From an optimization exercise on the open Yosys and OpenROAD flow, aimed at small area, a short achievable clock period and few clock cycles per item; shortcuts taken in it are not production practice.
RTL that was checked went through simulation tests only; none was proved equivalent to the original.
Function not checked in runs 1 to 3, 7 and 8: the RTL went through the layout flow alone.
Power is estimated from default activity; no workload was simulated.

==> design/flow/design.v <==
package icache_pkg;
	localparam int OFFSET_W = 4;
	localparam int INDEX_W  = 4;
	localparam int ADDR_W   = 32;
	localparam int TAG_W    = ADDR_W - INDEX_W - OFFSET_W;
	typedef logic [ADDR_W-1:0]   addr_t;
	typedef logic [TAG_W-1:0]    tag_t;
	typedef logic [INDEX_W-1:0]  index_t;
	typedef logic [OFFSET_W-1:0] offset_t;
	typedef logic [31:0]         word_t;
	typedef struct packed {
		tag_t    tag;
		index_t  index;
		offset_t offset;
	} fetch_addr_t;
	typedef struct packed {
		logic valid;
		tag_t tag;
	} tag_entry_t;
	typedef enum logic [1:0] {
		REFILL_IDLE,
		REFILL_REQUEST,
		REFILL_COLLECT,
		REFILL_COMMIT
	} refill_state_t;
endpackage
module icache_lookup #(
	parameter int W = 1
) (
	input  logic         sel_i,
	input  logic [W-1:0] a_i,
	input  logic [W-1:0] b_i,
	output logic [W-1:0] y_o
);
	assign y_o = sel_i ? b_i : a_i;
endmodule
module icache_hit_check #(
	parameter int LB = 7
) (
	input  logic [29:0]   addr_i,
	input  logic [29:LB]  head_hi_i,
	input  logic [LB-1:0] end_lo_i,
	output logic          seq_o
);
	assign seq_o = (addr_i[LB-1:0] == end_lo_i) && (addr_i[29:LB] == head_hi_i);
endmodule
module icache_data_read (
	input  logic rvalid_i,
	input  logic rdy_i,
	output logic valid_o
);
	assign valid_o = rvalid_i && rdy_i;
endmodule
module icache_req_gate (
	input  logic rvalid_i,
	input  logic ireq_i,
	input  logic ereq_i,
	output logic req_o
);
	assign req_o = ireq_i || (rvalid_i && ereq_i);
endmodule
module icache_top #(
	parameter int OFFSET_W = icache_pkg::OFFSET_W,
	parameter int INDEX_W  = icache_pkg::INDEX_W,
	parameter int TAG_W    = icache_pkg::ADDR_W - INDEX_W - OFFSET_W
) (
	input  logic                  clock_i,
	input  logic                  rst_n_i,
	input  logic                  fetch_i,
	input  icache_pkg::addr_t     fetch_addr_i,
	input  logic                  flush_i,
	output logic                  instr_valid_o,
	output icache_pkg::word_t     instr_o,
	output icache_pkg::addr_t     instr_addr_o,
	output logic                  miss_o,
	output logic                  mem_req_o,
	output icache_pkg::addr_t     mem_line_addr_o,
	input  logic                  mem_rvalid_i,
	input  icache_pkg::word_t     mem_rdata_i
);
	localparam int CAP = 31;
	localparam int LOW = 6;
	logic [4:0]     n_q;      
	logic           busy_q;   
	logic           lm_q;     
	logic           miss_q;
	logic           rdy_q;    
	logic           ireq_q;   
	logic           ereq_q;   
	logic [29:0]    h_q;      
	logic [1:0]     wc_q;     
	logic [LOW-1:0] ml_q;     
	logic [LOW+1:0] el_q;     
	logic           xb_q;     
	logic           seq;
	logic           nz;
	logic           acc;
	logic           last;
	logic           start;
	logic           cont;
	logic           deliver;
	logic           endw;
	logic           req;
	logic           lost;
	logic           fall;
	logic           clr;
	logic [LOW+1:0] h_inc;
	logic [4:0]     n_d;
	logic           busy_d;
	logic           lm_d;
	logic [29:0]    h_d;
	logic [1:0]     wc_d;
	logic           m_d;
	logic           wrap_d;
	logic           v0_d;
	logic           rdy_d;
	logic           ireq_d;
	logic [LOW+1:0] el_d;
	logic           xb_d;
	logic           miss_d [2];
	assign h_inc = h_q[LOW+1:0] + (LOW+2)'(1);
	icache_hit_check #(.LB(LOW + 2)) i_seq (
		.addr_i    (fetch_addr_i[31:2]),
		.head_hi_i (h_q[29:LOW+2]),
		.end_lo_i  (el_q),
		.seq_o     (seq)
	);
	logic n_ge1;
	logic n_ge2;
	logic n_ge3;
	logic n_ge4;
	logic n_cap;
	logic r_ge1;
	logic r_ge2;
	logic r_ge3;
	assign n_ge1 = n_q != '0;
	assign n_ge2 = n_q > 5'd1;
	assign n_ge3 = n_q > 5'd2;
	assign n_ge4 = n_q > 5'd3;
	assign n_cap = n_q == 5'(CAP - 1);
	assign nz      = n_ge1;
	assign deliver = mem_rvalid_i && rdy_q;
	assign r_ge1   = deliver ? n_ge2 : n_ge1;
	assign r_ge2   = deliver ? n_ge3 : n_ge2;
	assign r_ge3   = deliver ? n_ge4 : n_ge3;
	assign acc     = fetch_i && !miss_q && !flush_i;
	assign last    = !r_ge1;
	assign start   = acc && last;
	assign cont    = acc && !last;
	assign endw    = mem_rvalid_i && (wc_q == 2'd3);
	assign req     = ireq_q || (mem_rvalid_i && ereq_q);
	assign lost    = endw && lm_q && (miss_q ? n_ge2 : n_ge1) && !rdy_q;
	assign fall    = miss_q && !r_ge2;
	assign clr     = flush_i || lost;
	assign busy_d = req || (busy_q && !endw);
	assign lm_d   = !last && (req || (lm_q && !endw));
	assign h_d    = last ? fetch_addr_i[31:2]
		: {h_q[29:LOW+2], deliver ? h_inc : h_q[LOW+1:0]};
	assign wc_d   = req ? 2'd0 : {wc_q[1] ^ (wc_q[0] && mem_rvalid_i), wc_q[0] ^ mem_rvalid_i};
	always_comb
	begin
		if (flush_i || (fall && !lost))
		begin
			n_d = '0;
		end
		else if (lost || start)
		begin
			n_d = 5'd1;
		end
		else if (cont && !deliver)
		begin
			n_d = n_q + 5'd1;
		end
		else if (deliver && !cont)
		begin
			n_d = n_q - 5'd1;
		end
		else
		begin
			n_d = n_q;
		end
	end
	always_comb
	begin
		if (deliver)
		begin
			m_d = 1'b1;
		end
		else if (req)
		begin
			m_d = h_q[1:0] == 2'd0;
		end
		else if (mem_rvalid_i)
		begin
			m_d = h_q[1:0] == wc_q + 2'd1;
		end
		else
		begin
			m_d = h_q[1:0] == wc_q;
		end
	end
	assign wrap_d = last ? (&fetch_addr_i[LOW+3:4])
		: (deliver ? (&h_inc[LOW+1:2]) : (&h_q[LOW+1:2]));
	assign el_d = last ? fetch_addr_i[LOW+3:2] + (LOW+2)'(1) : el_q + (LOW+2)'(acc);
	assign xb_d = last ? (&fetch_addr_i[LOW+3:2]) : (xb_q || (acc && (&el_q)));
	assign v0_d   = !clr && (miss_q ? r_ge2 : (acc || r_ge1));
	assign rdy_d  = busy_d && lm_d && v0_d && m_d;
	assign ireq_d = !busy_d && v0_d;
	logic drop0;
	logic drop1;
	logic v1_d;
	logic ereq_d;
	assign drop0 = cont;
	assign drop1 = cont && (n_cap || xb_q);
	assign miss_d[0] = !flush_i && (lost || (miss_q ? !fall : drop0));
	assign miss_d[1] = !flush_i && (lost || (miss_q ? !fall : drop1));
	assign v1_d = !clr && (miss_q ? r_ge3 : r_ge2);
	assign ereq_d = busy_d && (wc_d == 2'd3) && (lm_d
		? (rdy_d && v1_d && !wrap_d)
		: v0_d);
	logic miss_pick;
	icache_lookup #(.W(1)) i_pick_miss (
		.sel_i (seq),
		.a_i   (miss_d[0]),
		.b_i   (miss_d[1]),
		.y_o   (miss_pick)
	);
	icache_req_gate i_req_o (
		.rvalid_i (mem_rvalid_i),
		.ireq_i   (ireq_q),
		.ereq_i   (ereq_q),
		.req_o    (mem_req_o)
	);
	icache_data_read i_valid_o (
		.rvalid_i (mem_rvalid_i),
		.rdy_i    (rdy_q),
		.valid_o  (instr_valid_o)
	);
	assign mem_line_addr_o = {h_q[29:LOW+2], ml_q, 4'b0000};
	assign instr_o         = mem_rdata_i;
	assign instr_addr_o    = {h_q, 2'b00};
	assign miss_o          = miss_q;
	always_ff @(posedge clock_i or negedge rst_n_i)
	begin
		if (!rst_n_i)
		begin
			n_q    <= '0;
			busy_q <= 1'b0;
			lm_q   <= 1'b0;
			miss_q <= 1'b0;
			rdy_q  <= 1'b0;
			ireq_q <= 1'b0;
			ereq_q <= 1'b0;
		end
		else
		begin
			miss_q <= miss_pick;
			ereq_q <= ereq_d;
			n_q    <= n_d;
			rdy_q  <= rdy_d;
			ireq_q <= ireq_d;
			busy_q <= busy_d;
			lm_q   <= lm_d;
		end
	end
	always_ff @(posedge clock_i)
	begin
		h_q  <= h_d;
		wc_q <= wc_d;
		ml_q <= h_d[LOW+1:2] + LOW'(lm_d);
		el_q <= el_d;
		xb_q <= xb_d;
	end
endmodule
==> design/flow/flow/run.sh <==
#!/bin/bash
# own flow: the standard layout, with port buffers of a plain buffer cell
set -o pipefail
cp standard.sh standard.sh.txt 2>/dev/null
cp config.mk config.mk.txt
export BUFFER_PORTS_ARGS="-buffer_cell sky130_fd_sc_hd__buf_1"
export ADDER_MAP_FILE=
bash standard.sh > standard.log 2>&1
==> design/flow/standard.sh <==
#!/bin/bash
# synth_recipe.tcl (not shown) runs the flow's synth.tcl, then flattens the netlist and writes it again
# the make line also repeats each setting of config.mk as NAME=value (left out here)
make -C /OpenROAD-flow-scripts/flow DESIGN_CONFIG=/design/flow/config.mk WORK_HOME=/design/flow/orfs CLKGATE_MAP_FILE= SYNTH_SCRIPT=/design/flow/synth_recipe.tcl "${@:-finish}"
==> design/flow/config.mk <==
export PLATFORM = sky130hd
export DESIGN_NAME = icache_top
export DESIGN_NICKNAME = icache_top
export VERILOG_FILES = /design/flow/design.v
export SDC_FILE = /design/flow/constraint.sdc
export NUM_CORES = 4
export LEC_CHECK = 0
export CAP_MARGIN = 20
export CORE_MARGIN = 2
export CORE_UTILIZATION = 60
export SETUP_SLACK_MARGIN = 1.9
export SLEW_MARGIN = 20
export SYNTH_HIERARCHICAL = 1
export SYNTH_MINIMUM_KEEP_SIZE = 0
==> design/flow/constraint.sdc <==
create_clock -name core_clock -period 4.0 [get_ports {clock_i}]
set_input_delay 0.8000 -clock core_clock [delete_from_list [all_inputs] [get_ports {clock_i}]]
set_output_delay 0.8000 -clock core_clock [all_outputs]
set_load 0.01 [all_outputs]
==> results of run 1 <==
==> routing by layer <==
metal	part of all wire, %	GRT usage (%)	vias up	wire length (um)
met5	0	0	-	0
met4	1.6	9.15	0	108
met3	5.8	6.29	20	386
met2	47	33.3	79	3110
met1	46	26.7	1119	3040
li1	-	-	1251	-
==> power by group <==
group | switching (mW) | total (mW) | leakage (nW) | internal, mW
Sequential | 0.129 | 0.896 | 0.587 | 0.766
Combinational | 0.352 | 0.585 | 0.734 | 0.233
Clock | 0.228 | 0.521 | 0.108 | 0.293
==> critical path: cells and delay by family <==
kind / cells / cell delay [ns]
mux: 1 / 0.34
buf+inv: 1 / 0.23
simple gates: 3 / 0.80
xor+xnor: 1 / 0.14
==> Yosys stat by module (local to each module, per instance), excerpt <==
module	copies in the design	cell area, um^2	cells inside	flops+latches
icache_top	1	3150	313	58
icache_req_gate	1	7.51	1	0
icache_data_read	1	6.26	1	0
==> what timing repair did <==
action	in CTS	in global routing
pin swaps	1	2
gates resized for setup	6	7
cloned	0	1
endpoints found under the hold margin	0	0
setup buffers	1	1
setup endpoints to repair	19	6
==> worst paths after layout <==
check,startpoint,end,slack [ns]
min in group core_clock,ireq_q$_DFF_PN0_,wc_q[0]$_DFF_P_,0.49
worst max register to register,n_q[2]$_DFFE_PN0P_,miss_q$_DFF_PN0_,2.07
max in group asynchronous,rst_n_i,n_q[0]$_DFFE_PN0P_,3.16
worst min-delay path,rst_n_i,lm_q$_DFF_PN0_,0.42
worst max-delay path,fetch_addr_i[8],miss_q$_DFF_PN0_,1.91
worst min register to register,ireq_q$_DFF_PN0_,wc_q[0]$_DFF_P_,0.49
==> sequential cells by signal (all words and copies together), names as in the netlist <==
signal  flops
h_q        30
el_q        8
ml_q        6
n_q         5
wc_q        2
busy_q      1
ereq_q      1
ireq_q      1
lm_q        1
miss_q      1
rdy_q       1
xb_q        1
==> cells by family (layout without fill, tap and decap cells) <==
logic type                Yosys count  count (layout)  share of synthesized area, %
and+or+nand+nor                   100             100                          15.9
buffers and inverters              75             120                          15.5
muxes                               2               2                         0.748
xor gates and xnor gates           63              63                          15.7
other                               1               6                         0.107
DFF                                58              58                          41.5
AOI/OAI and AO/OA                  57              57                          10.5
==> stage by stage <==
step | std cells | instance area [um^2]
floorplan | 361 | 3530
global placement | 459 | 3460
detailed placement | 459 | 3460
CTS | 476 | 3700
global route | 478 | 3740
finish | 478 | 3740
==> cell usage after synthesis, drive strengths merged, types with 7 or more instances <==
cell type,number
buf,68
xor2,37
nand2,35
xnor2,26
edfxtp,24
dfxtp,23
o21ai,19
nor2,17
a21oi,16
dfrtp,11
nand3,11
nand4,8
nor4,7
==> cell type report <==
class / count / area [um^2]
timing repair inverter: 1 / 8.76
inverter: 5 / 31.3
fill: 490 / 1830
sequential: 58 / 1460
clock inverter: 4 / 21.3
multi-input combinational: 228 / 1570
clock buffer: 12 / 176
tap: 72 / 90.1
timing repair buffer: 98 / 385
==> out/qor.txt, run 1 <==
Num CTS Buffers: 9
Final Slew Violations: 0
vias: 2469
share of cells above drive strength 1: 11.1%
CTS tree: built
Final Hold Fails: 0
Syn Inst Count: 356
Required @ worst endpoint: 4.21 ns
DR vias/cell: 5.17
global-route usage over all layers: 21.1%
vias in the first global route: 2301
cells on worst reg2reg path: 7
GPL Wtd Cong: 0.806
First DRT Iteration DRCs: 103
P&R area growth vs syn: 6.48%
Post-synth EDFFs: 24
Synth Cell Area: 3510 um^2
largest area contributor in the netlist: edfxtp_1
dpl ws: 1.05 ns
diode count: 0
clk sink count: 58
maximum VDD drop: 0.000250 V
HP Class: in2async
DRC Markers: 0
drt wl/cell: 13.9 um
clock-pin slew on the worst setup and hold paths: 0.07 ns
initial antenna violation count: 0
die footprint: 6480 um^2
Final Util: 67.1%
row count: 27
number of max-cap violations: 0
crit-path cells: buf_1 -> xor2_1 -> nor4_2 -> nand3_1 -> nor4_4 -> mux2_4
worst hold slack: 0.425 ns
Setup crit start kind: primary input
most frequent cells in the layout: buf_1 (92), xor2_1 (37), nand2_1 (35)
clk latency of the worst-skew pair: 0.34 ns
relative slew slack: 62.1%
core area: 5570 um^2
Chip Width: 80.5 um
P per Cell Area: 535 nW/um^2
PortBufs: 95
flops & latches, synth: 58
commonest non-fill, non-tap cell in the layout: buf_1
CP Data Arrival Time: 2.31 ns
Ports: 168
synthesized area per cell: 9.87 um^2
Initial Utilization: 63.0%
slowest stage delay, CP: 0.34 ns
Yosys warning count: 9
Total Power: 2.00 mW
Post-CTS Hold Buffers: 0
drt pass-1 iters: 4
leakage: 1.43 nW
Overflow after GRT: 0
Seq/Total Area, Yosys: 41.5%
largest net degree at the start of global routing: 50
Critical Path End Type: flip-flop
Crit-path slowest cell: mux2_4
ANT nets after route: 0
CTS root buffer: clkbuf_8
crit path max fanout: 5
Slew @ Worst Pin: 0.569 ns
DPL Wire Length: 4.76 mm
Post-Route Setup TNS: 0 ns
min cycle time layout: 2.09 ns
Max Fclk: 0.478 GHz
first-pass GRT wire length: 10.4 mm
ys flop type: edfxtp_1
library cells used by synthesis: 57
top cells by area, synth: edfxtp_1 (21%), buf_4 (13%), dfxtp_1 (13%)
RSZ-0062 raised after global routing: yes
Post-synth ARST share: 19.0%
Clock Path Buffers: 2
Final setup viols: 0
PnR worst setup slack: 1.91 ns
final worst-path cycle share: 52.3%
die height: 80.5 um
top-area cell type share of the netlist area: 20.5%
Final Routed Wirelength: 6.64 mm
H-tree levels: 3
Setup CP Type: in2reg
status: complete, no violations
Final nets: 470
Layout Skew: 0.00859 ns
==> run 2: changes to the inputs <==
--- a/design/flow/design.v
+++ b/design/flow/design.v
@@ -81,3 +81,3 @@
 	localparam int CAP = 31;
-	localparam int LOW = 6;
+	localparam int LOW = 7;
 	logic [4:0]     n_q;      
==> run 2 against run 1 <==
  * Combinational power is 25% lower
  * Critical path depth is 3 lower
  * Sequential share of layout area is 2.3 points lower
  * Sequential power is 5.8% lower
  * Largest cell class unchanged
  * Register-to-register slack worse by 0.11 ns
  * Worst hold slack better by 0.027 ns
  * Fmax is 2.0% higher
  * Still clean on timing, DRC and antenna
  * Largest power group unchanged
==> out/qor.txt, run 2 <==
status: complete, no violations
min cycle time layout: 2.05 ns
GPL Wtd Cong: 0.869
Final Routed Wirelength: 7.70 mm
synth cell count leaders: buf_4 (59), nand2_1 (36), xor2_1 (35)
Ports: 168
P per Cell Area: 473 nW/um^2
Top reg by flops: h_q
R2R Setup Slk: 1.96 ns
largest area contributor in the netlist: edfxtp_1
cells on worst reg2reg path: 9
row count: 28
die footprint: 6790 um^2
number of max-cap violations: 0
initial antenna violation count: 0
Post-Route Setup TNS: 0 ns
Final Slew Violations: 0
HP Class: in2async
Max Fclk: 0.487 GHz
Final setup viols: 0
vias: 2819
Post-DP Area: 3670 um^2
Chip Width: 82.4 um
Seq/Total Area, Yosys: 40.3%
die height: 82.4 um
Overflow after GRT: 0
P&R area growth vs syn: 10.4%
drt wl/cell: 14.8 um
DR vias/cell: 5.42
Syn Inst Count: 389
largest net degree at the start of global routing: 33
Critical Path End Type: output port
# placed instances: 492
max reg flops: 30
RR Startpoint: n_q[3]$_DFFE_PN0P_
ys flop type: dfxtp_1
Final Hold Fails: 0
vias in the first global route: 2573
Initial Utilization: 62.3%
Setup crit start kind: primary input
ANT nets after route: 0
Layout Cells excl Fill: 520
global-route usage over all layers: 23.6%
wire length on met2: 3.60 mm
First DRT Iteration DRCs: 142
Post-synth EDFFs: 23
Setup CP Type: in2out
synthesized area per cell: 9.48 um^2
leading registers by flop count: h_q (30), el_q (9), ml_q (7)
first-pass GRT wire length: 12.0 mm
Final Instance Area: 4070 um^2
H-tree levels: 3
PortBufs: 95
Layout Skew: 0.00943 ns
CTS root buffer: clkbuf_8
clock-pin slew on the worst setup and hold paths: 0.07 ns
crit path max fanout: 12
top-area cell type share of the netlist area: 18.7%
CP Data Arrival Time: 1.25 ns
final worst-path cycle share: 51.3%
Post-synth ARST share: 18.3%
routed wire length on met3: 547 um
Synth Cell Area: 3690 um^2
Post-CTS Hold Buffers: 0
DRC Markers: 0
share of cells above drive strength 1: 13.9%
Slew @ Worst Pin: 0.626 ns
RSZ-0062 raised after global routing: yes
most common cell in the netlist: buf_4
relative slew slack: 58.3%
leakage: 1.55 nW
commonest non-fill, non-tap cell in the layout: buf_1
drt pass-1 iters: 4
wl on met1: 3.36 mm
Clock Path Buffers: 2
fillcell total: 477
most frequent cells in the layout: buf_1 (90), xor2_1 (35), nand2_1 (34)
Reg2Reg Capture Point: ml_q[3]$_DFF_P_
CTS tree: built
Top Layer Used: met4
clk latency of the worst-skew pair: 0.34 ns
maximum VDD drop: 0.000245 V
diode count: 0
top cells by area, synth: edfxtp_1 (19%), dfxtp_1 (14%), buf_4 (12%)
core area: 5920 um^2
clk sink count: 60
Yosys warning count: 9
library cells used by synthesis: 60
Final nets: 509
flops & latches, synth: 60
DPL Wire Length: 5.65 mm
Num CTS Buffers: 9
Required @ worst endpoint: 3.20 ns
==> run 2: cell types whose count changed after synthesis, moves of 4 or more <==
| cell | before | now |
|---|---|---|
| and3_1 | 1 | 5 |
| clkbuf_1 | 2 | 10 |
| nand3_1 | 10 | 15 |
| nor2_1 | 14 | 22 |
| o21ai_0 | 13 | 6 |
| o21ai_1 | 5 | 10 |
| xnor2_1 | 26 | 30 |
==> run 2: cell families after synthesis <==
| logic type | count (synthesis) | synth area share, % |
|---|---|---|
| AO/OA/AOI/OAI | 59 | 11.1 |
| XOR/XNOR | 65 | 15.4 |
| buffers and inverters | 81 | 14.5 |
| flip-flops | 60 | 40.3 |
| multiplexers | 2 | 0.712 |
| other | 1 | 0.102 |
| AND/OR/NAND/NOR | 121 | 17.9 |
==> run 2: worst max-delay path by stage <==
stage / end / slack [ns] / cells past startpoint / start
floorplan: ml_q[5]$_DFF_P_ / 1.76 / 8 / mem_rvalid_i
global placement: ml_q[6]$_DFF_P_ / 1.32 / 7 / mem_rvalid_i
detailed placement: ml_q[6]$_DFF_P_ / 1.28 / 7 / mem_rvalid_i
CTS: instr_valid_o / 1.90 / 3 / mem_rvalid_i
global route: ml_q[3]$_DFF_P_ / 1.89 / 9 / n_q[3]$_DFFE_PN0P_
finish: mem_req_o / 1.95 / 3 / mem_rvalid_i
==> run 2: layer usage <==
layer | global-route usage (%) | vias to the layer above
li1 | - | 1385
met1 | 30.1 | 1285
met2 | 37.2 | 121
met3 | 6.30 | 28
met4 | 10.8 | 0
met5 | 0 | -
==> run 2: Yosys stat by module, one instance, submodules excluded, a selection <==
module	copies in the design	flops+latches
icache_data_read	1	0
icache_req_gate	1	0
icache_top	1	60
==> run 2: area by class of cell <==
| cell class | count | area, um^2 | share of cell area [%] |
|---|---|---|---|
| clock buffers | 11 | 131 | 3.23 |
| clock inverters | 5 | 100 | 2.46 |
| repair buffers | 109 | 478 | 11.7 |
| well taps | 75 | 93.8 | 2.30 |
| multi-input cells | 253 | 1750 | 42.9 |
| inverters | 7 | 28.8 | 0.707 |
| flip-flops and latches | 60 | 1490 | 36.6 |
==> run 2: timing repair <==
action | 4_1_cts | 5_1_grt
endpoints found under the setup margin | 43 | 15
resized for setup | 10 | 18
buffers inserted | 8 | 4
pin swaps | 3 | 4
gates cloned | 0 | 0
==> run 2: worst max-delay path: stages <==
cell    delay [ns]
buf_4         0.16
a21o_1        0.18
buf_1         0.12
==> run 2: power breakdown <==
| group | internal, mW | leakage [nW] | switching, mW |
|---|---|---|---|
| clock network | 0.412 | 0.117 | 0.232 |
| logic | 0.190 | 0.830 | 0.247 |
| registers | 0.737 | 0.600 | 0.108 |
| total | 1.34 | 1.55 | 0.587 |
==> run 2: stage by stage <==
step / power, mW / setup slack (ns) / hold WS (ns) / utilization [%]
6_report: 1.93 / 1.95 / 0.452 / 68.8
5_1_grt: 2.03 / 1.89 / 0.500 / 68.8
4_1_cts: 1.93 / 1.90 / 0.456 / 67.4
3_5_place_dp: 1.28 / 1.28 / 0.544 / 62.0
3_3_place_gp: 1.27 / 1.32 / 0.553 / 62.0
2_1_floorplan: 1.21 / 1.76 / 0.490 / -
==> run 3: changes to the inputs <==
--- a/design/flow/design.v
+++ b/design/flow/design.v
@@ -81,3 +81,3 @@
 	localparam int CAP = 31;
-	localparam int LOW = 7;
+	localparam int LOW = 4;
 	logic [4:0]     n_q;      
==> run 3 against run 2 <==
  * Wire length is 19% lower
  * Setup slack worse by 0.0084 ns
  * Clock skew is 0.0060 ns lower
  * Area after synthesis shrank 9.9%
  * First-iteration DRC count shrank 60%
  * Final cell count shrank 15%
  * Non-clock buffer count is 11 lower
  * Global-route usage decreased by 3.4 points
  * Cell area shrank 14%
  * Still clean on timing, DRC and antenna
  * Sequential power fell by 3.2%
  * Fmax down 0.41%
  * Highest routed layer unchanged
==> out/qor.txt, run 3 <==
Setup crit start kind: primary input
PortBufs: 95
met3 global-route usage: 5.06%
largest net degree at the start of global routing: 46
Ports: 168
status: complete, no violations
GR peak layer: met2
die footprint: 6150 um^2
crit-path cells: buf_4 -> a21o_1 -> buf_1
DR vias/cell: 5.36
# placed instances: 429
clock-pin slew on the worst setup and hold paths: 0.10 ns
GPL Wtd Cong: 0.808
top cells by area, synth: edfxtp_1 (23%), buf_4 (14%), dfxtp_1 (10%)
CTS tree: built
Post-synth ARST share: 20.4%
flops & latches, synth: 54
relative slew slack: 60.2%
Overflow after GRT: 0
PnR worst setup slack: 1.94 ns
Post-Route Setup TNS: 0 ns
cells on worst reg2reg path: 6
most frequent cells in the layout: buf_1 (89), xor2_1 (30), edfxtp_1 (26)
diode count: 0
Final Routed Wirelength: 6.21 mm
Synth Cell Area: 3320 um^2
Post-DP Area: 3280 um^2
slowest stage delay, CP: 0.18 ns
library cells used by synthesis: 58
First DRT Iteration DRCs: 57
Yosys warning count: 9
Crit-path slowest cell: a21o_1
synth cell count leaders: buf_4 (63), xor2_1 (30), edfxtp_1 (26)
Num CTS Buffers: 5
initial antenna violation count: 0
ANT nets after route: 0
CTS root buffer: clkbuf_8
H-tree levels: 2
largest area contributor in the netlist: edfxtp_1
Setup CP Type: in2out
share of cells above drive strength 1: 11.1%
Final nets: 436
Initial Utilization: 61.1%
Clock Path Buffers: 2
vias in the first global route: 2146
drt pass-1 iters: 4
Final Slew Violations: 0
Max Fclk: 0.485 GHz
Total Power: 1.68 mW
leakage: 1.32 nW
Final setup viols: 0
Post-synth EDFFs: 26
commonest non-fill, non-tap cell in the layout: buf_1
Seq/Total Area, Yosys: 42.0%
most common cell in the netlist: buf_4
first-pass GRT wire length: 9.93 mm
maximum VDD drop: 0.000279 V
drt wl/cell: 14.1 um
number of max-cap violations: 0
crit path max fanout: 13
P per Cell Area: 480 nW/um^2
Required @ worst endpoint: 3.20 ns
GR Util met2: 34.1%
Critical Path End Type: output port
Chip Width: 78.4 um
Syn Inst Count: 330
HP Class: in2async
Top delay family on crit path: buffers and inverters
P&R area growth vs syn: 5.46%
final worst-path cycle share: 51.5%
GR Layer Usage met1: 25.9%
core area: 5440 um^2
fillcell total: 481
top-area cell type share of the netlist area: 23.5%
DRC Markers: 0
synthesized area per cell: 10.1 um^2
die height: 78.4 um
RSZ-0062 raised after global routing: no
leading registers by flop count: h_q (30), el_q (6), n_q (5)
DPL Wire Length: 4.63 mm
vias: 2358
clk latency of the worst-skew pair: 0.31 ns
Final Hold Fails: 0
dpl ws: 1.25 ns
ys flop type: edfxtp_1
Final Instance Area: 3510 um^2
row count: 27
min cycle time layout: 2.06 ns
Top reg by flops: h_q
Levels on crit path: 3
CP Data Arrival Time: 1.26 ns
Layout Cells excl Fill: 440
Layout Skew: 0.00344 ns
max reg flops: 30
Slew @ Worst Pin: 0.597 ns
global-route usage over all layers: 20.1%
clk sink count: 54
Buf/Inv on CP: 2
run 3: cell types whose count changed after synthesis, moves of 5 or more:
cell | previous run | this run
nor2_1 | 22 | 6
nand2_1 | 36 | 23
dfxtp_1 | 26 | 17
nand3_1 | 15 | 6
o21ai_1 | 10 | 1
clkbuf_1 | 10 | 2
xnor2_1 | 30 | 24
o21ai_0 | 6 | 11
xor2_1 | 35 | 30
run 3: cell type report:
type / count / area, um^2 / share of cell area (%)
Multi-Input combinational cell: 200 / 1470 / 41.9
Clock inverter: 2 / 17.5 / 0.500
Inverter: 8 / 37.5 / 1.07
Sequential cell: 54 / 1400 / 39.9
Timing Repair Buffer: 98 / 402 / 11.5
Clock buffer: 6 / 93.8 / 2.68
Tap cell: 72 / 90.1 / 2.57
run 3: logic make-up after synthesis:
group / synth area share [%]
other: 0.113
AOI/OAI and AO/OA: 11.3
xor gates and xnor gates: 14.2
muxes: 0.790
and+or+nand+nor: 14.4
DFF: 42.0
adders and majority gates: 0.301
buffers and inverters: 16.9
run 3: per-module statistics from Yosys (local to each module, per instance), excerpt:
module	cells	copies in the design	cell area, um^2	flops+latches
icache_top	287	1	2970	54
icache_req_gate	1	1	7.51	0
icache_data_read	1	1	6.26	0
run 3: where the power goes:
part | total (mW) | internal [mW] | switching (mW)
sequential | 0.817 | 0.704 | 0.114
clock | 0.355 | 0.165 | 0.190
combinational | 0.510 | 0.217 | 0.294
total | 1.68 | 1.09 | 0.597
run 3: what timing repair did:
item                       in CTS  in global routing
pin swaps                       0                  4
gates resized for setup        11                 10
hold buffers                    0                  0
hold endpoints to repair        0                  0
setup buffers                   1                  2
setup endpoints to repair      50                  9
cloned                          0                  0
run 3: worst register-to-register path: cells and delay by family, from the launching register on:
kind,cells,cell delay (ns)
AO/OA/AOI/OAI,3,0.89
AND/OR/NAND/NOR,2,0.36
flip-flops,1,0.51
buffers and inverters,1,0.11
run 3: path summary, 6_finish.rpt:
check / start / end / slack (ns)
setup / recovery: mem_rvalid_i / mem_req_o / 1.94
hold / removal: rst_n_i / busy_q$_DFF_PN0_ / 0.45
setup reg to reg: n_q[0]$_DFFE_PN0P_ / n_q[2]$_DFFE_PN0P_ / 2.06
hold reg to reg: ireq_q$_DFF_PN0_ / wc_q[1]$_DFF_P_ / 0.54
max in group asynchronous: rst_n_i / n_q[0]$_DFFE_PN0P_ / 3.12
min in group core_clock: ireq_q$_DFF_PN0_ / wc_q[1]$_DFF_P_ / 0.54
run 3: through the flow:
| stage | hold slack [ns] | util [%] |
|---|---|---|
| after floorplan | 0.474 | - |
| after global placement | 0.530 | 60.2 |
| after detailed placement | 0.532 | 60.2 |
| after CTS | 0.476 | 63.5 |
| after global routing | 0.513 | 64.5 |
| final | 0.455 | 64.5 |
run 3: layer usage:
metal	routed length (um)	part of all wire [%]
met1	2850	46
met4	50	0.81
met2	2950	47
met3	361	5.8
met5	0	0
==> run 4: changes to the inputs <==
--- a/design/flow/design.v
+++ b/design/flow/design.v
@@ -81,3 +81,3 @@
 	localparam int CAP = 31;
-	localparam int LOW = 4;
+	localparam int LOW = 5;
 	logic [4:0]     n_q;      
--- a/design/flow/config.mk
+++ b/design/flow/config.mk
@@ -10,3 +10,3 @@
 export CORE_UTILIZATION = 60
-export SETUP_SLACK_MARGIN = 1.9
+export SETUP_SLACK_MARGIN = 2.0
 export SLEW_MARGIN = 20
==> run 4 against run 3 <==
  * Largest power group unchanged
  * Critical path type is now in2reg
  * Synthesized cell count rose by 4.5%
  * Clock skew is 0.0096 ns higher
  * First-iteration DRC count up 68%
  * Via count is 11% higher
==> out/qor.txt, run 4 <==
Setup CP Type: in2reg
Slew @ Worst Pin: 0.610 ns
Final Slew Violations: 0
Initial Utilization: 62.2%
CTS root buffer: clkbuf_8
row count: 27
Layout Skew: 0.0130 ns
clk latency of the worst-skew pair: 0.31 ns
CP Data Arrival Time: 2.26 ns
Final Util: 67.7%
clock-pin slew on the worst setup and hold paths: 0.10 ns
drt wl/cell: 15.4 um
Post-CTS Hold Buffers: 0
most common cell in the netlist: buf_4
PortBufs: 95
P&R area growth vs syn: 8.83%
top cells by area, synth: edfxtp_1 (22%), buf_4 (13%), dfxtp_1 (12%)
Synth Cell Area: 3440 um^2
CTS tree: built
vias: 2624
die height: 79.8 um
DR vias/cell: 5.59
leakage: 1.43 nW
Syn Inst Count: 345
Post-synth EDFFs: 25
DPL Wire Length: 5.15 mm
die footprint: 6360 um^2
synth cell count leaders: buf_4 (61), xor2_1 (28), xnor2_1 (26)
Sequential Area: 1430 um^2
crit path max fanout: 2
Top delay family on crit path: simple AND/OR/NAND/NOR gates
Post-Route Setup TNS: 0 ns
Seq/Total Area, Yosys: 41.4%
vias in the first global route: 2315
First DRT Iteration DRCs: 96
Crit-path slowest cell: nor4_4
Clock Path Buffers: 2
H-tree levels: 2
core area: 5540 um^2
Final Routed Wirelength: 7.24 mm
Final Instance Area: 3750 um^2
Final setup viols: 0
drt pass-1 iters: 4
Final nets: 465
maximum VDD drop: 0.000273 V
area occupied by multi-input gates: 1560 um^2
P per Cell Area: 560 nW/um^2
clk sink count: 56
ys flop type: edfxtp_1
Chip Width: 79.8 um
fillcell total: 480
largest net degree at the start of global routing: 20
RSZ-0062 raised after global routing: yes
Buf/Inv on CP: 1
Critical Path End Type: flip-flop
status: complete, no violations
largest area contributor in the netlist: edfxtp_1
Top reg by flops: h_q
flops & latches, synth: 56
DRC Markers: 0
library cells used by synthesis: 62
crit-path cells: buf_1 -> xor2_1 -> nor4_2 -> nand4_1 -> nor4_4 -> mux2_4
diode count: 0
number of max-cap violations: 0
top-area cell type share of the netlist area: 21.8%
Setup crit start kind: primary input
share of cells above drive strength 1: 16.1%
first-pass GRT wire length: 10.9 mm
Required @ worst endpoint: 4.20 ns
Post-DP Area: 3410 um^2
Yosys warning count: 9
Overflow after GRT: 0
HP Class: in2async
synthesized area per cell: 9.98 um^2
Num CTS Buffers: 5
Post-synth ARST share: 19.6%
Final Hold Fails: 0
relative slew slack: 59.3%
commonest non-fill, non-tap cell in the layout: buf_1
initial antenna violation count: 0
max reg flops: 30
leading registers by flop count: h_q (30), el_q (7)
min cycle time layout: 2.06 ns
Levels on crit path: 6
global-route usage over all layers: 21.9%
Max Fclk: 0.486 GHz
final worst-path cycle share: 51.4%
slowest stage delay, CP: 0.34 ns
GPL Wtd Cong: 0.844
most frequent cells in the layout: buf_1 (83), xnor2_1 (26), xor2_1 (26)
worst hold slack: 0.463 ns
ANT nets after route: 0
Ports: 168
cells on worst reg2reg path: 5
[run 4: cell types whose count changed in the layout (fill, tap and decap cells not counted), moves of 4 or more]
cell     change
buf_4       +10
buf_1        -6
xor2_1       -4
nand2_1      -4
buf_6        +7
nor3_1       -5
nor2_1       +8
[run 4: metrics by stage]
step | power, mW | setup WS (ns) | cells
2_1_floorplan | 1.56 | 1.97 | 350
3_3_place_gp | 1.70 | 0.907 | 449
3_5_place_dp | 1.71 | 0.870 | 449
4_1_cts | 2.07 | 2.00 | 464
5_1_grt | 2.25 | 1.87 | 469
6_report | 2.10 | 1.94 | 469
[run 4: timing repair]
action,CTS,global route
gates resized for setup,13,34
setup endpoints to repair,51,21
gates cloned,1,0
setup buffers,6,5
pin swaps,2,7
[run 4: layout make-up]
| class | count | area share [%] |
|---|---|---|
| Timing Repair Buffer | 109 | 14.2 |
| Multi-Input combinational cell | 215 | 41.7 |
| Sequential cell | 56 | 38.2 |
| Timing Repair inverter | 1 | 0.134 |
| Inverter | 8 | 0.901 |
| Clock buffer | 5 | 1.84 |
| Tap cell | 72 | 2.40 |
| Clock inverter | 3 | 0.701 |
[run 4: layer usage]
metal	up-vias	GRT usage, %	part of all wire (%)
li1	1264	-	-
met1	1232	27.0	43
met2	102	38.4	50
met3	26	3.73	5.3
met4	0	7.80	2.2
met5	-	0	0
[run 4: where the power goes]
group	switching (mW)	total, mW	internal (mW)	leakage (nW)
logic	0.462	0.805	0.343	0.815
clock network	0.196	0.324	0.128	0.0487
registers	0.178	0.969	0.791	0.562
total	0.836	2.10	1.26	1.43
[run 4: final timing paths]
kind	from	end	slack, ns
hold reg to reg	wc_q[1]$_DFF_P_	ereq_q$_DFF_PN0_	0.57
max in group asynchronous	rst_n_i	n_q[0]$_DFFE_PN0P_	3.11
setup / recovery	fetch_addr_i[23]	miss_q$_DFF_PN0_	1.94
min in group core_clock	wc_q[1]$_DFF_P_	ereq_q$_DFF_PN0_	0.57
setup reg to reg	h_q[15]$_DFFE_PP_	miss_q$_DFF_PN0_	2.01
hold / removal	rst_n_i	n_q[4]$_DFFE_PN0P_	0.46
[run 4: modules after synthesis, one instance, submodules excluded, a selection]
module            cells  flip-flops and latches  times used
icache_req_gate       1                       0           1
icache_data_read      1                       0           1
icache_top          302                      56           1
[run 4: cells by family after synthesis]
| group | synth area share (%) |
|---|---|
| muxes | 0.726 |
| buffers and inverters | 16.2 |
| xor gates and xnor gates | 13.7 |
| other | 0.109 |
| and+or+nand+nor | 14.7 |
| AOI/OAI and AO/OA | 13.1 |
| DFF | 41.4 |
Testbench counts of run 4, summed over its fixed seeds: cycles 71,983, items 32,000.
==> run 5: changes to the inputs <==
--- a/design/flow/config.mk
+++ b/design/flow/config.mk
@@ -10,3 +10,3 @@
 export CORE_UTILIZATION = 60
-export SETUP_SLACK_MARGIN = 2.0
+export SETUP_SLACK_MARGIN = 1.8
 export SLEW_MARGIN = 20
==> run 5 against run 4 <==
  * Combinational power is 7.8% lower
  * Sequential cell count unchanged
  * Synthesized cell count unchanged
  * Fmax down 4.6%
  * Largest power group unchanged
  * Clock-buffer cell count up 1
  * Final cell count decreased by 2.1%
  * Sequential share of layout area increased by 2.1 points
  * Critical path depth shrank 3
  * Area after synthesis unchanged
==> out/qor.txt, run 5 <==
status: complete, no violations
crit path max fanout: 15
row count: 27
largest net degree at the start of global routing: 19
PortBufs: 95
flops & latches, synth: 56
most frequent cells in the layout: buf_1 (94), xor2_1 (28), xnor2_1 (26)
Post-CTS Hold Buffers: 0
RSZ-0062 raised after global routing: no
core area: 5540 um^2
synthesized area per cell: 9.98 um^2
vias in the first global route: 2234
die height: 79.8 um
top-area cell type share of the netlist area: 21.8%
Final Routed Wirelength: 6.65 mm
Overflow after GRT: 0
P per Cell Area: 581 nW/um^2
Final Slew Violations: 0
HP Class: in2async
CP Data Arrival Time: 1.36 ns
min cycle time layout: 2.16 ns
Top reg by flops: h_q
DRC Markers: 0
area occupied by multi-input gates: 1490 um^2
global-route usage over all layers: 21.0%
relative slew slack: 61.4%
ANT nets after route: 0
Final nets: 455
commonest non-fill, non-tap cell in the layout: buf_1
synth cell count leaders: buf_4 (61), xor2_1 (28), xnor2_1 (26)
DPL Wire Length: 5.00 mm
First DRT Iteration DRCs: 147
Max Fclk: 0.464 GHz
die footprint: 6360 um^2
Post-synth ARST share: 19.6%
clk sink count: 56
Yosys warning count: 9
Critical Path End Type: output port
maximum VDD drop: 0.000305 V
CTS tree: built
Setup CP Type: in2out
GPL Wtd Cong: 0.880
leakage: 1.31 nW
clk latency of the worst-skew pair: 0.32 ns
Setup crit start kind: primary input
Post-Route Setup TNS: 0 ns
most common cell in the netlist: buf_4
Required @ worst endpoint: 3.20 ns
Layout Skew: 0.00933 ns
number of max-cap violations: 0
Final Hold Fails: 0
diode count: 0
Sequential Area: 1430 um^2
share of cells above drive strength 1: 9.04%
first-pass GRT wire length: 10.4 mm
leading registers by flop count: h_q (30), el_q (7)
Slew @ Worst Pin: 0.574 ns
Initial Utilization: 62.2%
H-tree levels: 2
Synth Cell Area: 3440 um^2
Clock Path Buffers: 2
Total Power: 2.06 mW
Seq/Total Area, Yosys: 41.4%
largest area contributor in the netlist: edfxtp_1
P&R area growth vs syn: 2.98%
DR vias/cell: 5.43
fillcell total: 490
Ports: 168
top cells by area, synth: edfxtp_1 (22%), buf_4 (13%), dfxtp_1 (12%)
ys flop type: edfxtp_1
drt pass-1 iters: 4
library cells used by synthesis: 62
vias: 2494
Num CTS Buffers: 5
max reg flops: 30
Chip Width: 79.8 um
Syn Inst Count: 345
final worst-path cycle share: 53.9%
Final setup viols: 0
Post-synth EDFFs: 25
initial antenna violation count: 0
clock-pin slew on the worst setup and hold paths: 0.10 ns
drt wl/cell: 14.5 um
CTS root buffer: clkbuf_8
## run 5: cell count changes in the layout (fill, tap and decap cells not counted), sizes merged
cell / before / now
clkinv: 2 / 0
buf: 107 / 100
clkbuf: 7 / 6
## run 5: logic make-up (layout without fill, tap and decap cells)
group | Yosys count | after routing | synth area share, %
AO/OA/AOI/OAI | 64 | 64 | 13.1
AND/OR/NAND/NOR | 89 | 89 | 14.7
multiplexers | 2 | 2 | 0.726
XOR/XNOR | 54 | 54 | 13.7
other | 1 | 6 | 0.109
buffers and inverters | 79 | 116 | 16.2
flip-flops | 56 | 56 | 41.4
## run 5: layer usage
| metal | vias to the layer above | routed length, um | GRT usage [%] |
|---|---|---|---|
| li1 | 1242 | - | - |
| met1 | 1145 | 2910 | 27.4 |
| met2 | 97 | 3240 | 35.7 |
| met3 | 10 | 417 | 3.96 |
| met4 | 0 | 80 | 5.76 |
| met5 | - | 0 | 0 |
## run 5: worst paths after layout
| kind | startpoint | slack (ns) | cells past startpoint | end |
|---|---|---|---|---|
| hold reg to reg | busy_q$_DFF_PN0_ | 0.56 | 2 | ereq_q$_DFF_PN0_ |
| hold / removal | rst_n_i | 0.45 | 1 | ireq_q$_DFF_PN0_ |
| min in group core_clock | busy_q$_DFF_PN0_ | 0.56 | 2 | ereq_q$_DFF_PN0_ |
| setup reg to reg | n_q[1]$_DFFE_PN0P_ | 2.02 | 5 | n_q[4]$_DFFE_PN0P_ |
| setup / recovery | mem_rvalid_i | 1.84 | 3 | instr_valid_o |
| max in group asynchronous | rst_n_i | 3.14 | 1 | n_q[0]$_DFFE_PN0P_ |
## run 5: stage by stage
step | cell area [um^2] | utilization [%] | instances | hold slack [ns] | setup slack (ns)
finish | 3550 | 64.0 | 459 | 0.451 | 1.84
global route | 3550 | 64.0 | 459 | 0.497 | 1.80
CTS | 3530 | 63.8 | 458 | 0.466 | 1.81
detailed placement | 3410 | 61.5 | 449 | 0.544 | 0.945
global placement | 3410 | 61.5 | 449 | 0.537 | 0.993
floorplan | 3460 | - | 350 | 0.482 | 1.94
## run 5: critical path: stages
cell and delay [ns]:
buf_2 0.24, and2_1 0.17, buf_1 0.15
## run 5: power by group
group	switching [mW]	internal (mW)	total (mW)
combinational	0.428	0.314	0.742
clock	0.187	0.164	0.351
sequential	0.178	0.790	0.968
## run 5: timing repair
action,4_1_cts,5_1_grt
hold endpoints to repair,0,0
buffers inserted,1,1
gates resized for setup,4,2
endpoints found under the setup margin,50,13
pin swaps,0,1
## run 5: cell type report
type / count / share of cell area, %
repair buffers: 100 / 11.1
clock inverters: 2 / 0.459
inverters: 8 / 0.952
multi-input cells: 215 / 42.0
flip-flops and latches: 56 / 40.2
well taps: 72 / 2.54
clock buffers: 6 / 2.65
## run 5: per-module statistics from Yosys, one instance, submodules excluded, a selection
module / copies in the design / flip-flops and latches / cells / cell area (um^2)
icache_top: 1 / 56 / 302 / 3090
icache_data_read: 1 / 0 / 1 / 6.26
icache_req_gate: 1 / 0 / 1 / 7.51
==> run 6: changes to the inputs <==
--- a/design/flow/config.mk
+++ b/design/flow/config.mk
@@ -10,3 +10,3 @@
 export CORE_UTILIZATION = 60
-export SETUP_SLACK_MARGIN = 1.8
+export SETUP_SLACK_MARGIN = 1.9
 export SLEW_MARGIN = 20
==> run 6 against run 5 <==
  * Setup slack better by 0.083 ns
  * Sequential cell count stayed put
  * Wire length about the same
  * Clock skew increased by 0.0021 ns
  * Die area did not move
  * Clock-buffer cell count stayed put
  * Area after synthesis unchanged
  * Final cell count unchanged
  * Via count decreased by 0.32%
  * Worst hold slack worse by 0.0048 ns
  * Critical path type unchanged
==> out/qor.txt, run 6 <==
top cells by area, synth: edfxtp_1 (22%), buf_4 (13%), dfxtp_1 (12%)
CTS root buffer: clkbuf_8
Post-Route Setup TNS: 0 ns
vias: 2486
relative slew slack: 61.5%
sw power: 0.798 mW
Initial Utilization: 62.2%
largest family of logic cells by synthesized area: buffers and inverters
P&R area growth vs syn: 3.96%
flops & latches, synth: 56
maximum VDD drop: 0.000304 V
Final Hold Fails: 0
Sequential Area: 1430 um^2
design internal power: 1.27 mW
Num CTS Buffers: 5
drt wl/cell: 14.5 um
CTS tree: built
Syn Inst Count: 345
drt pass-1 iters: 4
max reg flops: 30
# placed instances: 449
crit path max fanout: 15
Total Power: 2.07 mW
number of max-cap violations: 0
GPL Wtd Cong: 0.880
Synth Cell Area: 3440 um^2
R2R Setup Slk: 2.05 ns
synth cell count leaders: buf_4 (61), xor2_1 (28), xnor2_1 (26)
compound-cell area share of the yosys netlist: 13.1%
mux contribution to synthesized area: 0.726%
fillcell total: 485
Overflow after GRT: 0
ANT nets after route: 0
ys flop type: edfxtp_1
DR vias/cell: 5.42
Slew @ Worst Pin: 0.577 ns
final worst-path cycle share: 51.9%
largest area contributor in the netlist: edfxtp_1
die footprint: 6360 um^2
Final Slew Violations: 0
synthesized area per cell: 9.98 um^2
global-route usage over all layers: 21.1%
Max Fclk: 0.482 GHz
P per Cell Area: 579 nW/um^2
slowest stage delay, CP: 0.19 ns
top-area cell type share of the netlist area: 21.8%
first-pass GRT wire length: 10.5 mm
diode count: 0
leakage: 1.34 nW
clock-pin slew on the worst setup and hold paths: 0.10 ns
min cycle time layout: 2.07 ns
Reg2Reg Capture Point: n_q[4]$_DFFE_PN0P_
Critical Path End Type: output port
DRC Markers: 0
DPL Wire Length: 5.00 mm
sequential share of power: 46.7%
Seq/Total Area, Yosys: 41.4%
Required @ worst endpoint: 3.20 ns
Top reg by flops: h_q
leading registers by flop count: h_q (30), el_q (7)
RSZ-0062 raised after global routing: no
H-tree levels: 2
Final nets: 455
library cells used by synthesis: 62
status: complete, no violations
Clock power frac: 17.0%
Final setup viols: 0
largest net degree at the start of global routing: 19
CP startpoint: mem_rvalid_i
Layout Cells excl Fill: 459
row count: 27
First DRT Iteration DRCs: 157
Chip Width: 79.8 um
switching part of the total power: 38.5%
clk latency of the worst-skew pair: 0.32 ns
cells on worst reg2reg path: 5
XOR/XNOR share of the synthesized area: 13.7%
Yosys warning count: 9
Final Routed Wirelength: 6.65 mm
most common cell in the netlist: buf_4
RR Startpoint: n_q[2]$_DFFE_PN0P_
simple-gate share of the synthesized area: 14.7%
area occupied by multi-input gates: 1510 um^2
Setup CP Type: in2out
Crit-path slowest cell: a21o_1
core area: 5540 um^2
clk sink count: 56
Clock Path Buffers: 2
Ports: 168
Post-synth EDFFs: 25
HP Class: in2async
PortBufs: 95
Layout Skew: 0.0115 ns
share of cells above drive strength 1: 11.1%
die height: 79.8 um
initial antenna violation count: 0
vias in the first global route: 2225
commonest non-fill, non-tap cell in the layout: buf_1
CP Data Arrival Time: 1.27 ns
Post-synth ARST share: 19.6%
combinational power share: 36.3%
Setup crit start kind: primary input
crit-path cells: buf_4 -> a21o_1 -> buf_1
Final Util: 64.6%
Post-Synth Adder-Cell Area: 0%
most frequent cells in the layout: buf_1 (90), xor2_1 (28), xnor2_1 (25), edfxtp_1 (25), dfxtp_1 (20)
## run 6: cell counts after synthesis
No cell type changed its count.
## run 6: kinds of logic (layout without fill, tap and decap cells)
kind of cell / count (synthesis) / in the layout
simple gates: 89 / 89
compound gates: 64 / 64
flops: 56 / 56
mux: 2 / 2
xor+xnor: 54 / 54
buf+inv: 79 / 116
other cells: 1 / 6
## run 6: worst max-delay path by stage
stage | to | cells past startpoint
floorplan | miss_q$_DFF_PN0_ | 8
global placement | ml_q[4]$_DFF_P_ | 8
detailed placement | ml_q[4]$_DFF_P_ | 8
CTS | miss_q$_DFF_PN0_ | 6
global route | ml_q[4]$_DFF_P_ | 7
finish | mem_req_o | 3
## run 6: cell type report
type / count / share of cell area [%]
Clock buffer: 6 / 2.62
Clock inverter: 2 / 0.454
Sequential cell: 56 / 39.9
Tap cell: 72 / 2.52
Multi-Input combinational cell: 215 / 42.2
Timing Repair Buffer: 100 / 11.3
Inverter: 8 / 0.943
## run 6: layer usage
metal / routed length [um] / GRT usage (%) / up-vias
li1: - / - / 1246
met1: 2860 / 27.6 / 1132
met2: 3260 / 35.9 / 100
met3: 460 / 3.96 / 8
met4: 63 / 5.76 / 0
met5: 0 / 0 / -
## run 6: power groups by stage
stage / clock (mW) / sequential, mW / combinational [mW]
after detailed placement: 0 / 0.981 / 0.725
after floorplan: 0 / 0.996 / 0.564
after global placement: 0 / 0.976 / 0.718
after CTS: 0.358 / 0.969 / 0.746
after global routing: 0.389 / 0.999 / 0.841
final: 0.351 / 0.969 / 0.752
## run 6: stage by stage
step,cell area [um^2],hold WS [ns],setup slack (ns)
final,3580,0.447,1.93
after floorplan,3460,0.482,1.94
after global routing,3580,0.497,1.90
after global placement,3410,0.537,0.993
after detailed placement,3410,0.544,0.945
after CTS,3550,0.466,1.91
## run 6: worst max-delay path, delay by kind of cell
kind | cells | cell delay [ns]
compound gates | 1 | 0.19
buf+inv | 2 | 0.29
## run 6: Yosys stat by module (local to each module, per instance), a selection
| module | cells inside | flops+latches | times used | cell area (um^2) |
|---|---|---|---|---|
| icache_req_gate | 1 | 0 | 1 | 7.51 |
| icache_top | 302 | 56 | 1 | 3090 |
| icache_data_read | 1 | 0 | 1 | 6.26 |
## run 6: timing repair
action                     CTS  global route
setup endpoints to repair   50            14
pin swaps                    0             4
cloned                       0             0
setup buffers                1             1
hold buffers                 0             0
gates resized for setup      8            11
==> run 7: changes to the inputs <==
--- a/design/flow/design.v
+++ b/design/flow/design.v
@@ -113,3 +113,2 @@
 	logic           m_d;
-	logic           wrap_d;
 	logic           v0_d;
@@ -201,4 +200,2 @@
 	end
-	assign wrap_d = last ? (&fetch_addr_i[LOW+3:4])
-		: (deliver ? (&h_inc[LOW+1:2]) : (&h_q[LOW+1:2]));
 	assign el_d = last ? fetch_addr_i[LOW+3:2] + (LOW+2)'(1) : el_q + (LOW+2)'(acc);
@@ -217,5 +214,3 @@
 	assign v1_d = !clr && (miss_q ? r_ge3 : r_ge2);
-	assign ereq_d = busy_d && (wc_d == 2'd3) && (lm_d
-		? (rdy_d && v1_d && !wrap_d)
-		: v0_d);
+	assign ereq_d = busy_d && (wc_d == 2'd3) && (lm_d ? (rdy_d && v1_d) : v0_d);
 	logic miss_pick;
==> run 7 against run 6 <==
  * Still clean on timing, DRC and antenna
  * Register-to-register slack got worse by 0.08 ns
  * Utilization fell by 0.42 points
  * Clock power fell by 3%
  * Fmax fell by 0.84%
  * Clock skew decreased by 0.0042 ns
  * Sequential cell count is the same
  * Power down 27%
  * Area after synthesis is 1.1% lower
  * Combinational power down 48%
  * First-iteration DRC count fell by 17%
  * Clock-buffer cell count grew 2
  * Critical path type unchanged
  * Critical endpoint unchanged
  * Largest power group unchanged
==> out/qor.txt, run 7 <==
status: complete, no violations
R2R Setup Slk: 1.97 ns
initial antenna violation count: 0
First DRT Iteration DRCs: 131
clock-pin slew on the worst setup and hold paths: 0.09 ns
drt pass-1 iters: 4
Top delay family on crit path: buffers and inverters
max reg flops: 30
commonest non-fill, non-tap cell in the layout: buf_1
Final setup viols: 0
Final Routed Wirelength: 6.38 mm
number of max-cap violations: 0
Synth Cell Area: 3410 um^2
Required @ worst endpoint: 3.20 ns
synthesized area per cell: 10.3 um^2
share of cells above drive strength 1: 10.5%
Ports: 168
HP Class: in2async
most frequent cells in the layout: buf_1 (94), xor2_1 (32), edfxtp_1 (25)
simple-gate share of the synthesized area: 14.7%
Critical Path End Type: output port
crit path max fanout: 8
Syn Inst Count: 330
Yosys warning count: 9
Post-DP Area: 3370 um^2
Seq/Total Area, Yosys: 41.9%
Overflow after GRT: 0
most common cell in the netlist: buf_4
Final Hold Fails: 0
Top reg by flops: h_q
library cells used by synthesis: 64
min cycle time layout: 2.09 ns
row count: 27
die footprint: 6300 um^2
largest family of logic cells by synthesized area: buffers and inverters
Slew @ Worst Pin: 0.647 ns
Num CTS Buffers: 5
core area: 5510 um^2
ys flop type: edfxtp_1
PnR worst setup slack: 1.91 ns
vias in the first global route: 2239
sw power: 0.490 mW
clk latency of the worst-skew pair: 0.31 ns
Total Power: 1.51 mW
PortBufs: 95
die height: 79.4 um
ANT nets after route: 0
CP Data Arrival Time: 1.29 ns
Post-Synth Adder-Cell Area: 0%
Clock power frac: 22.5%
P&R area growth vs syn: 3.74%
GR Layer Usage met1: 28.5%
first-pass GRT wire length: 10.4 mm
clk sink count: 56
P per Cell Area: 427 nW/um^2
Final nets: 441
synth cell count leaders: buf_4 (65), xor2_1 (32), edfxtp_1 (25)
Layout Skew: 0.00728 ns
met3 global-route usage: 4.41%
GR peak layer: met2
slowest stage delay, CP: 0.17 ns
Initial Utilization: 61.9%
Setup CP Type: in2out
Crit-path slowest cell: a21o_1
Clock Path Buffers: 2
leakage: 1.29 nW
largest net degree at the start of global routing: 25
Post-synth ARST share: 19.6%
CTS root buffer: clkbuf_8
Setup crit start kind: primary input
dpl ws: 1.18 ns
design internal power: 1.02 mW
combinational power share: 25.7%
crit-path cells: buf_1 -> buf_6 -> a21o_1 -> buf_1
top-area cell type share of the netlist area: 22.0%
flops & latches, synth: 56
diode count: 0
Max Fclk: 0.478 GHz
Final Instance Area: 3540 um^2
Post-synth EDFFs: 25
Final Slew Violations: 0
maximum VDD drop: 0.000275 V
CTS tree: built
sequential share of power: 51.8%
vias: 2396
mux contribution to synthesized area: 1.65%
GR Util met2: 33.1%
Buf/Inv on CP: 3
GPL Wtd Cong: 0.785
DR vias/cell: 5.38
DPL Wire Length: 4.80 mm
largest area contributor in the netlist: edfxtp_1
worst hold slack: 0.482 ns
Chip Width: 79.4 um
DRC Markers: 0
Top cell by count, worst path: buf_1
global-route usage over all layers: 20.7%
top cells by area, synth: edfxtp_1 (22%), buf_4 (14%), dfxtp_1 (12%)
relative slew slack: 56.7%
Post-Route Setup TNS: 0 ns
XOR/XNOR share of the synthesized area: 14.4%
H-tree levels: 2
switching part of the total power: 32.5%
leading registers by flop count: h_q (30), el_q (7)
drt wl/cell: 14.3 um
RSZ-0062 raised after global routing: yes
compound-cell area share of the yosys netlist: 11.6%
final worst-path cycle share: 52.3%
run 7: worst paths after layout:
path | cells past startpoint | startpoint | end
max | 4 | mem_rvalid_i | mem_req_o
min | 1 | rst_n_i | n_q[4]$_DFFE_PN0P_
max reg2reg | 6 | n_q[2]$_DFFE_PN0P_ | miss_q$_DFF_PN0_
min reg2reg | 1 | busy_q$_DFF_PN0_ | busy_q$_DFF_PN0_
max in group asynchronous | 1 | rst_n_i | rdy_q$_DFF_PN0_
min in group core_clock | 1 | busy_q$_DFF_PN0_ | busy_q$_DFF_PN0_
run 7: per-stage QoR:
| stage | std cells | utilization [%] |
|---|---|---|
| after floorplan | 335 | - |
| after global placement | 434 | 61.2 |
| after detailed placement | 434 | 61.2 |
| after CTS | 445 | 63.9 |
| after global routing | 445 | 64.2 |
| final | 445 | 64.2 |
run 7: cell type report:
class,instances,area [um^2]
clock buffer,8,101
fill,468,1970
inverter,4,27.5
multi-input combinational,205,1490
sequential,56,1430
tap,72,90.1
timing repair buffer,100,403
run 7: Yosys stat by module (local to each module, per instance), excerpt:
| module | area, um^2 | cells inside |
|---|---|---|
| icache_data_read | 6.26 | 1 |
| icache_req_gate | 7.51 | 1 |
| icache_top | 3050 | 287 |
run 7: per-layer routing:
metal / vias to the layer above / wire length, um / share of wire, %
met5: - / 0 / 0
met4: 0 / 86 / 1.3
li1: 1180 / - / -
met1: 1099 / 2990 / 47
met3: 16 / 390 / 6.1
met2: 101 / 2910 / 46
run 7: cells by family after synthesis:
| group | after synthesis |
|---|---|
| multiplexers | 5 |
| buffers and inverters | 74 |
| AND/OR/NAND/NOR | 85 |
| flip-flops | 56 |
| other | 1 |
| XOR/XNOR | 56 |
| AO/OA/AOI/OAI | 53 |
run 7: repair_timing:
action | CTS | global route
endpoints found under the setup margin | 30 | 8
pin swaps | 1 | 2
buffers inserted | 3 | 0
hold buffers | 0 | 0
gates cloned | 0 | 0
resized for setup | 5 | 7
run 7: worst register-to-register path, cell delays in order (launching register included):
cell	delay [ns]
dfrtp_1	0.50
nor4_4	0.41
nand2_4	0.20
clkinv_8	0.17
buf_6	0.24
o21ai_0	0.13
mux2_4	0.28
run 7: power by group through the flow:
stage                     logic, mW  clock network (mW)  registers [mW]
after floorplan               0.320                   0           0.798
after global placement        0.373                   0           0.790
after detailed placement      0.377                   0           0.794
after CTS                     0.386               0.347           0.781
after global routing          0.431               0.367           0.797
final                         0.388               0.340           0.781
==> run 8: changes to the inputs <==
--- a/design/flow/config.mk
+++ b/design/flow/config.mk
@@ -10,2 +10,3 @@
 export CORE_UTILIZATION = 60
+export GPL_TIMING_DRIVEN = 1
 export SETUP_SLACK_MARGIN = 1.9
==> run 8 against run 7 <==
  * Wire length is the same
  * Setup slack is the same
  * Sequential cell count is the same
  * Die area is the same
  * Clock power is essentially flat
  * Sequential power is essentially flat
  * Non-clock buffer count is the same
  * Combinational power is essentially flat
  * Clock-buffer cell count is the same
  * Utilization is the same
==> out/qor.txt, run 8 <==
Final Slew Violations: 0
vias in the first global route: 2239
DR vias/cell: 5.38
Num CTS Buffers: 5
flops & latches, synth: 56
largest net degree at the start of global routing: 25
Final setup viols: 0
Setup CP Type: in2out
First DRT Iteration DRCs: 131
Synth Cell Area: 3410 um^2
routed wire length on met3: 390 um
Post-synth ARST share: 19.6%
CP Data Arrival Time: 1.29 ns
Overflow after GRT: 0
Top cell by count, worst path: buf_1
status: complete, no violations
wire length on met2: 2.91 mm
library cells used by synthesis: 64
Buf/Inv on CP: 3
top-area cell type share of the netlist area: 22.0%
Final nets: 441
Post-Route Setup TNS: 0 ns
PortBufs: 95
fillcell total: 468
commonest non-fill, non-tap cell in the layout: buf_1
leading registers by flop count: h_q (30), el_q (7)
Syn Inst Count: 330
max reg flops: 30
GPL Wtd Cong: 0.785
CTS root buffer: clkbuf_8
vias: 2396
CTS tree: built
Required @ worst endpoint: 3.20 ns
Seq/Total Area, Yosys: 41.9%
crit path max fanout: 8
DPL Wire Length: 4.80 mm
top cells by area, synth: edfxtp_1 (22%), buf_4 (14%), dfxtp_1 (12%)
final worst-path cycle share: 52.3%
Clock Path Buffers: 2
min cycle time layout: 2.09 ns
Post-synth EDFFs: 25
P per Cell Area: 427 nW/um^2
wl on met1: 2.99 mm
die footprint: 6300 um^2
number of max-cap violations: 0
Final Routed Wirelength: 6.38 mm
Yosys warning count: 9
Final Util: 64.2%
Slew @ Worst Pin: 0.647 ns
clk sink count: 56
crit-path cells: buf_1 -> buf_6 -> a21o_1 -> buf_1
slowest stage delay, CP: 0.17 ns
# placed instances: 434
ANT nets after route: 0
share of cells above drive strength 1: 10.5%
RSZ-0062 raised after global routing: yes
dpl ws: 1.18 ns
most common cell in the netlist: buf_4
Layout Skew: 0.00728 ns
first-pass GRT wire length: 10.4 mm
Critical Path End Type: output port
Initial Utilization: 61.9%
HP Class: in2async
relative slew slack: 56.7%
core area: 5510 um^2
leakage: 1.29 nW
Setup crit start kind: primary input
Max Fclk: 0.478 GHz
Top delay family on crit path: buffers and inverters
die height: 79.4 um
H-tree levels: 2
initial antenna violation count: 0
clock-pin slew on the worst setup and hold paths: 0.09 ns
Layout Cells excl Fill: 445
global-route usage over all layers: 20.7%
Crit-path slowest cell: a21o_1
most frequent cells in the layout: buf_1 (94), xor2_1 (32), edfxtp_1 (25)
maximum VDD drop: 0.000275 V
Top Layer Used: met4
Total Power: 1.51 mW
P&R area growth vs syn: 3.74%
diode count: 0
Final Hold Fails: 0
Top reg by flops: h_q
drt pass-1 iters: 4
synth cell count leaders: buf_4 (65), xor2_1 (32), edfxtp_1 (25)
Ports: 168
PnR worst setup slack: 1.91 ns
synthesized area per cell: 10.3 um^2
largest area contributor in the netlist: edfxtp_1
Chip Width: 79.4 um
row count: 27
ys flop type: edfxtp_1
clk latency of the worst-skew pair: 0.31 ns
R2R Setup Slk: 1.97 ns
drt wl/cell: 14.3 um
DRC Markers: 0
[run 8: cell counts in the layout (fill, tap and decap cells not counted)]
No cell type changed its count.
[run 8: cells by family (layout without fill, tap and decap cells)]
kind of cell | Yosys count | count (layout) | share of synthesized area, %
XOR/XNOR | 56 | 56 | 14.4
AO/OA/AOI/OAI | 53 | 53 | 11.6
flip-flops | 56 | 56 | 41.8
AND/OR/NAND/NOR | 85 | 85 | 14.7
other | 1 | 6 | 0.110
buffers and inverters | 74 | 112 | 15.7
multiplexers | 5 | 5 | 1.65
[run 8: area by class of cell]
cell class	instances	area [um^2]	area share [%]
clock buffers	8	101	2.87
flip-flops and latches	56	1430	40.4
multi-input cells	205	1490	42.0
well taps	72	90.1	2.55
inverters	4	27.5	0.778
repair buffers	100	403	11.4
[run 8: worst paths after layout]
kind / start / end / cells after the start
max: mem_rvalid_i / mem_req_o / 4
min: rst_n_i / n_q[4]$_DFFE_PN0P_ / 1
max reg2reg: n_q[2]$_DFFE_PN0P_ / miss_q$_DFF_PN0_ / 6
min reg2reg: busy_q$_DFF_PN0_ / busy_q$_DFF_PN0_ / 1
max in group asynchronous: rst_n_i / rdy_q$_DFF_PN0_ / 1
min in group core_clock: busy_q$_DFF_PN0_ / busy_q$_DFF_PN0_ / 1
[run 8: repair_timing]
| item | CTS | global route |
|---|---|---|
| setup buffers | 3 | 0 |
| hold buffers | 0 | 0 |
| setup endpoints to repair | 30 | 8 |
| hold endpoints to repair | 0 | 0 |
| pin swaps | 1 | 2 |
| resized for setup | 5 | 7 |
[run 8: power breakdown]
group          switching [mW]  internal, mW  leakage (nW)
combinational           0.223         0.164         0.663
sequential             0.0895         0.692         0.574
clock                   0.177         0.163        0.0506
[run 8: Yosys stat by module (local to each module, per instance), excerpt]
module	area, um^2	cells inside	flip-flops and latches
icache_data_read	6.26	1	0
icache_req_gate	7.51	1	0
icache_top	3050	287	56
[run 8: layer usage]
metal / vias to the layer above / track usage, %
li1: 1180 / -
met1: 1099 / 28.5
met2: 101 / 33.1
met3: 16 / 4.41
met4: 0 / 6.38
met5: - / 0
[run 8: through the flow]
stage / hold WS, ns / instance area (um^2)
2_1_floorplan: 0.477 / 3430
3_3_place_gp: 0.502 / 3370
3_5_place_dp: 0.503 / 3370
4_1_cts: 0.495 / 3520
5_1_grt: 0.520 / 3540
6_report: 0.482 / 3540

==> port drivers added, routing unchanged <==
How much do the figures lean on ideal ports? The routed layouts below were timed once more, with nothing changed but the port constraints. Step 1, drivers: a clkbuf_16 drives clock_i and a buf_2 each remaining input, both assumed. Step 2 adds t to the input delays and takes it off the output delays; t is the mean of the earliest and latest rising clock arrival at the registers after step 1. Input paths then give back, and output paths get back, about the clock's delay inside the block. Three values: ideal ports, drivers, drivers and shift; two values: the first two.
run	t, ns	setup WS [ns]	worst slew at a driven data input, ns
run 1	0.359	1.908 / 1.900 / 1.541	0.07
run 2	0.357	1.948 / 1.919 / 1.625	0.08
run 3	0.336	1.939 / 1.915 / 1.628	0.07
run 4	0.333	1.943 / 1.938 / 1.605	0.07
run 5	0.339	1.843 / 1.824 / 1.564	0.06
run 6	0.338	1.926 / 1.906 / 1.624	0.06
run 7	0.329	1.908 / 1.887 / 1.642	0.07
run 8	0.329	1.908 / 1.887 / 1.642	0.07
After both steps setup and hold are still met in every run listed. For run 1, which loses most, drivers alone change the setup slack by -0.008 ns; drivers and shift together by -0.367 ns.
